What follows belongs to an exercise in optimizing a design on an open flow for small area; a production flow would make more cautious choices. Only simulation tests tie the RTL to the original design; equivalence was not proved. Power and IR drop assume default switching activity.

indigo:
## synth_top
module synth_top (
   input  logic        clk_100mhz,
   input  logic        sys_rst,
   input  logic [7:0]  keys,
   output logic        spk,
   output logic [15:0] audio_sample,
   output logic [7:0]  active_voices
);
Size: about 7,100 cells after synthesis, ~35 I/O pins, roughly 75,000 um2 of cells after synthesis.
clock: 10.0 ns
lec_check: 0
cap_margin: 20
core_margin: 2
core_utilization: 55
cts_buf_list: sky130_fd_sc_hd__clkbuf_16
cts_cluster_diameter: 100
cts_cluster_size: 20
slew_margin: 20
standard.sh (not shown) runs the stock make flow with config.mk's settings and CLKGATE_MAP_FILE= SYNTH_SCRIPT=/design/flow/synth_recipe.tcl, a recipe that flattens the netlist after the stock synthesis.
==> flow/flow/run.sh <==
#!/bin/bash
# Layout flow: the standard flow, except that synthesis maps the
# logic with an area-oriented ABC script (flow/abc_area2.script) instead
# of the speed script. The registers must come out exactly as the
# standard synthesis makes them; if they do not, the standard synthesis
# is used instead. Every tool's output goes to a log file in this folder.
set -uo pipefail
HERE=$PWD
R=$HERE/orfs/results/$FLOW_PLATFORM/synth_top/base

bash standard.sh synth > std_synth.log 2>&1 || { echo "standard synthesis failed"; exit 1; }
cp "$R/1_2_yosys.v" "$HERE/ref_1_2_yosys.v"

# 2. the same synthesis with the area ABC script
sed "s|log_cmd abc {\*}\$abc_args|log_cmd abc {*}[lreplace \$abc_args 1 1 $HERE/flow/abc_area2.script]|" \
   "$FLOW_HOME/scripts/synth.tcl" > "$HERE/area_synth_core.tcl"
if ! grep -q "abc_area2.script" "$HERE/area_synth_core.tcl"; then
   echo "could not patch synth.tcl; keeping the standard synthesis" > area_synth.log
else
   sed "s|source \$::env(SCRIPTS_DIR)/synth.tcl|source $HERE/area_synth_core.tcl|" \
      "$HERE/synth_recipe.tcl" > "$HERE/area_synth.tcl"
   mkdir -p "$HERE/std_results"
   cp -p "$R"/1_* "$HERE/std_results/"
   rm -f "$R/1_2_yosys.v" "$R/1_2_yosys.sdc" "$R/1_synth.odb" "$R/1_synth.sdc"
   if bash standard.sh SYNTH_SCRIPT="$HERE/area_synth.tcl" synth > area_synth.log 2>&1 \
      && python3 "$HERE/flow/same_regs.py" "$HERE/ref_1_2_yosys.v" "$R/1_2_yosys.v" > same_regs.log 2>&1; then
      echo "using the area synthesis" >> area_synth.log
   else
      echo "registers differ or synthesis failed; restoring the standard synthesis" >> area_synth.log
      rm -f "$R"/1_*
      cp -p "$HERE/std_results/"1_* "$R/"
   fi
fi

# 3. the rest of the standard flow
bash standard.sh finish > std_finish.log 2>&1 || { echo "layout failed"; exit 1; }
==> flow/flow/abc_area2.script <==
&get -n
&st
&dch
&nf -R 1000
&st
&syn2
&dch
&nf -R 1000
&put
topo
stime -c
==> flow/flow/same_regs.py <==
# exit 0 if two gate-level netlists hold the same registers: same
# instance names, each of the same cell type
import re, sys

def regs(path):
    text = open(path).read()
    out = {}
    for cell, name in re.findall(r'^\s*(sky130_fd_sc_hd__\w*df\w*)\s+(\S+)\s*\(', text, re.M):
        out[name] = cell
    return out

a, b = regs(sys.argv[1]), regs(sys.argv[2])
print(len(a), "registers in the reference,", len(b), "in the area synthesis")
if a != b:
    for k in sorted(set(a) | set(b)):
        if a.get(k) != b.get(k):
            print("differs:", k, a.get(k), b.get(k))
    sys.exit(1)
print("same registers")
Per the final summary, indigo finished and its layout is clean on timing, DRC and antenna.
[inputs] fjord vs indigo
- putting PLACE_DENSITY at 0.8 where nothing was set
- swapping 20 for 28 in CTS_CLUSTER_SIZE
[summary]
When the final numbers for fjord and indigo were put side by side, the clock share of power turned out to be greater in indigo. The higher overall fraction of global-route tracks in use came out of fjord. Sequential share of cell area across fjord and indigo: no real change.
diff inputs: fjord => willow
- PLACE_DENSITY no longer set, was 0.8
- CTS_CLUSTER_SIZE now 10, was 28
- CTS_BUF_LIST now sky130_fd_sc_hd__clkbuf_8, was sky130_fd_sc_hd__clkbuf_16
- CTS_CLUSTER_DIAMETER now 50, was 100
## What came out
- Via count (willow vs. fjord) decreases slightly
- Compared with fjord, in willow detailed-routing wirelength on met1 has increased, hold slack decreased by 0.0075 ns relative to the old numbers, maximum frequency went up, sequential share of layout area dropped 0.17 points, power now larger.
- Against fjord, worst setup slack after placement in willow came out better.
- Measured against fjord, the power per unit of standard cell area of willow comes out at 1.06 times the reference value.
- Relative to fjord, the fraction of power consumed by the clock network of willow is higher by 5.3 points.
Relative to willow, the following input files were edited for ember:
- CTS_CLUSTER_SIZE now 20, was 10
- CAP_MARGIN now 0, was 20
- SLEW_MARGIN now 0, was 20
- CTS_BUF_LIST now sky130_fd_sc_hd__clkbuf_16, was sky130_fd_sc_hd__clkbuf_8
- CTS_CLUSTER_DIAMETER now 100, was 50
Findings:
Between willow and ember, the difference in wire length is negligible. When ember is set beside willow, its initial antenna violation count turns out to be 1 smaller. Switching part of the total power: ember vs willow up 0.45 points. Going from willow to ember, final instance area moved down, global-route wire length before repair shrank by 0.34%.
#### Input delta (maple over ember)
- swapping 0 for 10 in CAP_MARGIN
- swapping 0 for 10 in SLEW_MARGIN
==> notes.md <==
Comparing ember against maple, there is no change at all in area of all placed cells without fillers. Any difference in clock latency on the worst-skew pair between maple and ember is small enough to ignore. ember -> maple: die area delta 0, exact match. [compare] base=ember new=maple: count of multi-input combinational gates comparable; worst hold slack essentially unchanged. Delta (maple minus ember): flip-flop and latch count flat; post-placement worst setup slack flat. Reported for ember and maple, clock period minus worst slack turned out identical to the last digit. ember → maple: area share of xor/xnor cells in the synthesized design neither gained nor lost much; wire length held.
diff inputs: maple => nickel
- PLACE_DENSITY newly set to 0.8
- CAP_MARGIN changed from 10 to 20
- SLEW_MARGIN changed from 10 to 20
--- outcome ---
Comparing nickel and maple, the lower wire length is on maple.
nickel ends up with lower minimum setup slack after placement than maple does.
Higher number of antenna cells inserted among nickel and maple: nickel

[what the ideal ports hide]
How much do the figures lean on ideal ports? The routed layouts below were timed once more, with nothing changed but the port constraints.
Step 1, drivers: a clkbuf_16 drives clk_100mhz and a buf_2 each remaining input, both assumed.
Step 2 moves the port delays by t, midway between the first and last clock arrival at a register: inputs arrive t later, outputs are due t later. That takes back most of the time a late clock gives input paths.
Three values: ideal ports, drivers, drivers and shift; two values: the first two.
run	shift t [ns]	setup WS [ns]	latest minus earliest clock arrival (ns)	worst slew at a driven data input, ns
indigo	0.749	0.544 / 0.544 / 0.544	0.030 / 0.030	0.04
fjord	0.746	0.429 / 0.429 / 0.429	0.050 / 0.050	0.05
willow	0.895	0.604 / 0.604 / 0.604	0.070 / 0.070	0.04
ember	0.750	0.567 / 0.567 / 0.567	0.032 / 0.031	0.04
maple	0.750	0.567 / 0.567 / 0.567	0.032 / 0.031	0.04
nickel	0.732	0.434 / 0.434 / 0.434	0.031 / 0.031	0.05
After both steps every run listed still meets setup and hold.
